This is an optimization exercise on Yosys and OpenROAD, whose aim is small area and a short achievable clock period, not a production implementation. The RTL was checked by simulation tests, not by an equivalence proof against the original design. Power and IR drop assume default switching activity.

==> module ex_stage_reg, before the edit <==
module ex_stage_reg (
    input  logic                    clk,
    input  logic                    rst,
    input  logic                    stall_i,
    input  logic                    flush_i,
    input  logic [64-1:0]     pc_i,
    input  logic [64-1:0]     result_i,
    input  logic                    word_op_i,
    input  logic                    br_taken_i,
    input  logic [64-1:0]     br_target_i,
    input  logic [64-1:0]     real_npc_i,
    input  logic [64-1:0]     rs2_data_i,
    input  logic [3:0]              size_i,       
    input  logic                    dmem_en_i,
    input  logic                    dmem_we_i,
    input  logic                    rf_we_i,
    input  logic [5-1:0]   rf_waddr_i,
    input  logic                    wb_from_mem_i,
    output logic [64-1:0]     pc_o,
    output logic [64-1:0]     result_o,
    output logic                    word_op_o,
    output logic                    br_taken_o,
    output logic [64-1:0]     br_target_o,
    output logic [64-1:0]     real_npc_o,
    output logic [64-1:0]     rs2_data_o,
    output logic [3:0]              size_o,
    output logic                    dmem_en_o,
    output logic                    dmem_we_o,
    output logic                    rf_we_o,
    output logic [5-1:0]   rf_waddr_o,
    output logic                    wb_from_mem_o
);
    logic clr;
    assign clr = rst | flush_i;
    always_ff @(posedge clk) begin
        if (clr) begin
            pc_o          <= '0;
            br_taken_o    <= 1'b0;
            real_npc_o    <= '0;
            dmem_en_o     <= 1'b0;
            dmem_we_o     <= 1'b0;
            rf_we_o       <= 1'b0;
            rf_waddr_o    <= '0;
            wb_from_mem_o <= 1'b0;
        end else if (!stall_i) begin
            pc_o          <= pc_i;
            br_taken_o    <= br_taken_i;
            real_npc_o    <= real_npc_i;
            dmem_en_o     <= dmem_en_i;
            dmem_we_o     <= dmem_we_i;
            rf_we_o       <= rf_we_i & (rf_waddr_i != '0);    
            rf_waddr_o    <= rf_waddr_i;
            wb_from_mem_o <= wb_from_mem_i;
        end
    end
    always_ff @(posedge clk) begin
        if (clr || !stall_i) begin
            result_o    <= result_i;
            br_target_o <= br_target_i;
            size_o      <= size_i;
        end
    end
    always_ff @(posedge clk) begin
        if (!stall_i) begin
            word_op_o  <= word_op_i;
            rs2_data_o <= rs2_data_i;
        end
    end
endmodule
==> module rv_ex_top, before the edit <==
module rv_ex_top (
    input  logic                    clk,
    input  logic                    rst,
    input  logic                    stall_i,
    input  logic                    flush_i,
    input  logic [64-1:0]     pc_i,
    input  logic [64-1:0]     next_pc_i,
    input  logic [32-1:0]     inst_i,
    input  logic [3:0]              alu_op_i,
    input  logic                    word_op_i,
    input  logic [1:0]              src1_sel_i,
    input  logic [2:0]              src2_sel_i,
    input  logic [3:0]              bru_op_i,
    input  logic [2:0]              lsu_size_i,
    input  logic                    dmem_en_i,
    input  logic                    dmem_we_i,
    input  logic                    rf_we_i,
    input  logic [5-1:0]   rf_waddr_i,
    input  logic                    wb_from_mem_i,
    input  logic [64-1:0]     rs1_data_i,
    input  logic [64-1:0]     rs2_data_i,
    output logic [64-1:0]     ex_pc_o,
    output logic [64-1:0]     ex_result_o,
    output logic [64-1:0]     real_npc_o,
    output logic                    br_taken_o,
    output logic [64-1:0]     br_target_o,
    output logic                    dmem_en_o,
    output logic                    dmem_we_o,
    output logic [64-1:0]     dmem_addr_o,
    output logic [64-1:0]     dmem_wdata_o,
    output logic [8-1:0]   dmem_sel_o,
    output logic                    rf_we_o,
    output logic [5-1:0]   rf_waddr_o,
    output logic                    wb_from_mem_o
);
    localparam int W = 64;
    logic [rv_ex_pkg::CC_W-1:0]  ctrl_c;
    logic [rv_ex_pkg::CH_W-1:0]  ctrl_h;
    logic [W-1:0]                alu_src1, alu_src2, alu_result;
    logic                        br_taken;
    logic [W-1:0]                br_target, real_npc;
    logic [W-1:0]                ex_result, ex_rs2_data;
    logic                        ex_word_op;
    logic [3:0]                  ex_size;
    logic [W-1:0]                result;
    logic [rv_ex_pkg::CC_W-1:0]  ctrl_c_dec;
    ex_decode u_decode (
        .inst_i(inst_i), .alu_op_i(alu_op_i), .word_op_i(word_op_i),
        .src1_sel_i(src1_sel_i), .src2_sel_i(src2_sel_i),
        .bru_op_i(bru_op_i), .lsu_size_i(lsu_size_i), .rs2_data_i(rs2_data_i),
        .ctrl_c_o(ctrl_c_dec), .ctrl_h_o(ctrl_h)
    );
    assign ctrl_c = ctrl_c_dec & {rv_ex_pkg::CC_W{!(rst | flush_i)}};
    ex_operand_gen u_operand_gen (
        .inst_i(inst_i[32-1:7]), .pc_i(pc_i),
        .rs1_data_i(rs1_data_i), .rs2_data_i(rs2_data_i),
        .ctrl_h_i(ctrl_h),
        .alu_src1_o(alu_src1), .alu_src2_o(alu_src2)
    );
    ex_alu u_alu (
        .ctrl_c_i(ctrl_c), .ctrl_h_i(ctrl_h),
        .src1_i(alu_src1), .src2_i(alu_src2), .result_o(alu_result)
    );
    ex_branch_cond u_branch_cond (
        .bru_op_i(bru_op_i), .rs1_data_i(rs1_data_i), .rs2_data_i(rs2_data_i),
        .br_taken_o(br_taken)
    );
    ex_branch_unit u_branch_unit (
        .ctrl_c_i(ctrl_c), .inst_i(inst_i[32-1:7]),
        .pc_i(pc_i), .next_pc_i(next_pc_i), .rs1_data_i(rs1_data_i),
        .br_taken_i(br_taken), .br_target_o(br_target), .real_npc_o(real_npc)
    );
    ex_stage_reg u_stage_reg (
        .clk(clk), .rst(rst), .stall_i(stall_i), .flush_i(flush_i),
        .pc_i(pc_i), .result_i(alu_result), .word_op_i(word_op_i),
        .br_taken_i(br_taken), .br_target_i(br_target), .real_npc_i(real_npc),
        .rs2_data_i(rs2_data_i),
        .size_i({ctrl_c[rv_ex_pkg::C_SZD], ctrl_c[rv_ex_pkg::C_SZW],
                 ctrl_c[rv_ex_pkg::C_SZH], ctrl_c[rv_ex_pkg::C_SZB]}),
        .dmem_en_i(dmem_en_i), .dmem_we_i(dmem_we_i),
        .rf_we_i(rf_we_i), .rf_waddr_i(rf_waddr_i), .wb_from_mem_i(wb_from_mem_i),
        .pc_o(ex_pc_o), .result_o(ex_result), .word_op_o(ex_word_op),
        .br_taken_o(br_taken_o), .br_target_o(br_target_o), .real_npc_o(real_npc_o),
        .rs2_data_o(ex_rs2_data), .size_o(ex_size),
        .dmem_en_o(dmem_en_o), .dmem_we_o(dmem_we_o),
        .rf_we_o(rf_we_o), .rf_waddr_o(rf_waddr_o), .wb_from_mem_o(wb_from_mem_o)
    );
    assign result = ex_word_op ? {{(W/2){ex_result[W/2-1]}}, ex_result[W/2-1:0]} : ex_result;
    ex_store_format u_store_format (
        .size_i(ex_size), .ofs_i(result[2:0]), .rs2_data_i(ex_rs2_data),
        .wdata_o(dmem_wdata_o), .sel_o(dmem_sel_o)
    );
    assign ex_result_o = result;
    assign dmem_addr_o = result;
endmodule
==> flow/config.mk <==
export PLATFORM = sky130hd
export DESIGN_NAME = rv_ex_top
export DESIGN_NICKNAME = rv_ex_top
export VERILOG_FILES = /design/flow/design.v
export SDC_FILE = /design/flow/constraint.sdc
export NUM_CORES = 4
export LEC_CHECK = 0
export CAP_MARGIN = 20
export CORE_MARGIN = 2
export CORE_UTILIZATION = 40
export PLACE_DENSITY = 0.6
export SETUP_SLACK_MARGIN = 5
export SLEW_MARGIN = 20
==> flow/constraint.sdc <==
create_clock -name core_clock -period 12.0 [get_ports {clk}]
set_input_delay 2.4000 -clock core_clock [delete_from_list [all_inputs] [get_ports {clk}]]
set_output_delay 2.4000 -clock core_clock [all_outputs]
set_load 0.01 [all_outputs]
standard.sh (not shown) runs the stock make flow with config.mk's settings and CLKGATE_MAP_FILE= SYNTH_SCRIPT=/design/flow/synth_recipe.tcl, a recipe that flattens the netlist after the stock synthesis.
==> flow/flow/run.sh <==
#!/bin/bash
# Layout: the standard flow (standard synthesis, floorplan, power grid,
# placement, CTS, routing) unchanged, except for the cells of the port
# buffers that global placement inserts: buf_2 on every input, buf_1 on
# every output (see ports.tcl).
set -euo pipefail
export PRE_GLOBAL_PLACE_TCL="$(pwd)/flow/ports.tcl"
bash standard.sh > standard_flow.log 2>&1
==> flow/flow/ports.tcl <==
# Sourced before global placement: every input port gets a buf_2, every
# output port a buf_1, in place of the single buffer_ports call.
if { [info commands orig_buffer_ports] == "" } {
  rename buffer_ports orig_buffer_ports
  proc buffer_ports { args } {
    orig_buffer_ports -inputs -buffer_cell sky130_fd_sc_hd__buf_2
    orig_buffer_ports -outputs -buffer_cell sky130_fd_sc_hd__buf_1
  }
}
Next try:
--- a/flow/design.v
+++ b/flow/design.v
@@ -166,36 +166,35 @@
     logic clr;
     assign clr = rst | flush_i;
     always_ff @(posedge clk) begin
         if (clr) begin
             pc_o          <= '0;
+            result_o      <= '0;
             br_taken_o    <= 1'b0;
+            br_target_o   <= '0;
             real_npc_o    <= '0;
+            size_o        <= '0;
             dmem_en_o     <= 1'b0;
             dmem_we_o     <= 1'b0;
             rf_we_o       <= 1'b0;
             rf_waddr_o    <= '0;
             wb_from_mem_o <= 1'b0;
         end else if (!stall_i) begin
             pc_o          <= pc_i;
+            result_o      <= result_i;
             br_taken_o    <= br_taken_i;
+            br_target_o   <= br_target_i;
             real_npc_o    <= real_npc_i;
+            size_o        <= size_i;
             dmem_en_o     <= dmem_en_i;
             dmem_we_o     <= dmem_we_i;
             rf_we_o       <= rf_we_i & (rf_waddr_i != '0);    
             rf_waddr_o    <= rf_waddr_i;
             wb_from_mem_o <= wb_from_mem_i;
         end
     end
     always_ff @(posedge clk) begin
-        if (clr || !stall_i) begin
-            result_o    <= result_i;
-            br_target_o <= br_target_i;
-            size_o      <= size_i;
-        end
-    end
-    always_ff @(posedge clk) begin
         if (!stall_i) begin
             word_op_o  <= word_op_i;
             rs2_data_o <= rs2_data_i;
         end
     end
@@ -453,18 +452,16 @@
     logic [W-1:0]                br_target, real_npc;
     logic [W-1:0]                ex_result, ex_rs2_data;
     logic                        ex_word_op;
     logic [3:0]                  ex_size;
     logic [W-1:0]                result;
-    logic [rv_ex_pkg::CC_W-1:0]  ctrl_c_dec;
     ex_decode u_decode (
         .inst_i(inst_i), .alu_op_i(alu_op_i), .word_op_i(word_op_i),
         .src1_sel_i(src1_sel_i), .src2_sel_i(src2_sel_i),
         .bru_op_i(bru_op_i), .lsu_size_i(lsu_size_i), .rs2_data_i(rs2_data_i),
-        .ctrl_c_o(ctrl_c_dec), .ctrl_h_o(ctrl_h)
+        .ctrl_c_o(ctrl_c), .ctrl_h_o(ctrl_h)
     );
-    assign ctrl_c = ctrl_c_dec & {rv_ex_pkg::CC_W{!(rst | flush_i)}};
     ex_operand_gen u_operand_gen (
         .inst_i(inst_i[32-1:7]), .pc_i(pc_i),
         .rs1_data_i(rs1_data_i), .rs2_data_i(rs2_data_i),
         .ctrl_h_i(ctrl_h),
         .alu_src1_o(alu_src1), .alu_src2_o(alu_src2)
The new run ran to the end with no violations.
Power grows slightly.
Worst setup slack improves by 0.13 ns.
Clock skew stays the same.
Routed wire length is about the same.
Count of clock-buffer cells in the layout grows by 3.
Global-route usage shrinks by 0.20 points.
Die area grows slightly.
Worst hold slack is about the same.

static timing again, ports no longer ideal:
In the flow no input, the clock included, has a driving cell. The finished layouts below were timed again as built, in two steps.
Step 1 (the two cells are an assumption about what drives the block):
set clk [get_ports {clk}]
set_driving_cell -lib_cell sky130_fd_sc_hd__clkbuf_16 $clk
set_driving_cell -lib_cell sky130_fd_sc_hd__buf_2 [delete_from_list [all_inputs] $clk]
Step 2 moves the port delays by t, midway between the first and last clock arrival at a register: inputs arrive t later, outputs are due t later. That takes back most of the time a late clock gives input paths.
a / b / c = ideal ports / drivers / drivers and shift; a / b = the first two.
run | shift t [ns] | slack for setup (ns) | hold slack, ns | latest minus earliest clock arrival (ns) | worst slew at a driven data input, ns
the first run | 0.659 | 4.862 / 4.855 / 4.196 | 0.463 / 0.463 / 0.463 | 0.064 / 0.064 | 0.20
the second run | 0.682 | 4.987 / 5.007 / 4.324 | 0.461 / 0.461 / 0.461 | 0.054 / 0.053 | 0.23
After both steps setup and hold are still met in every run listed. For the first run, which loses most, drivers alone change the setup slack by -0.007 ns; drivers and shift together by -0.666 ns.
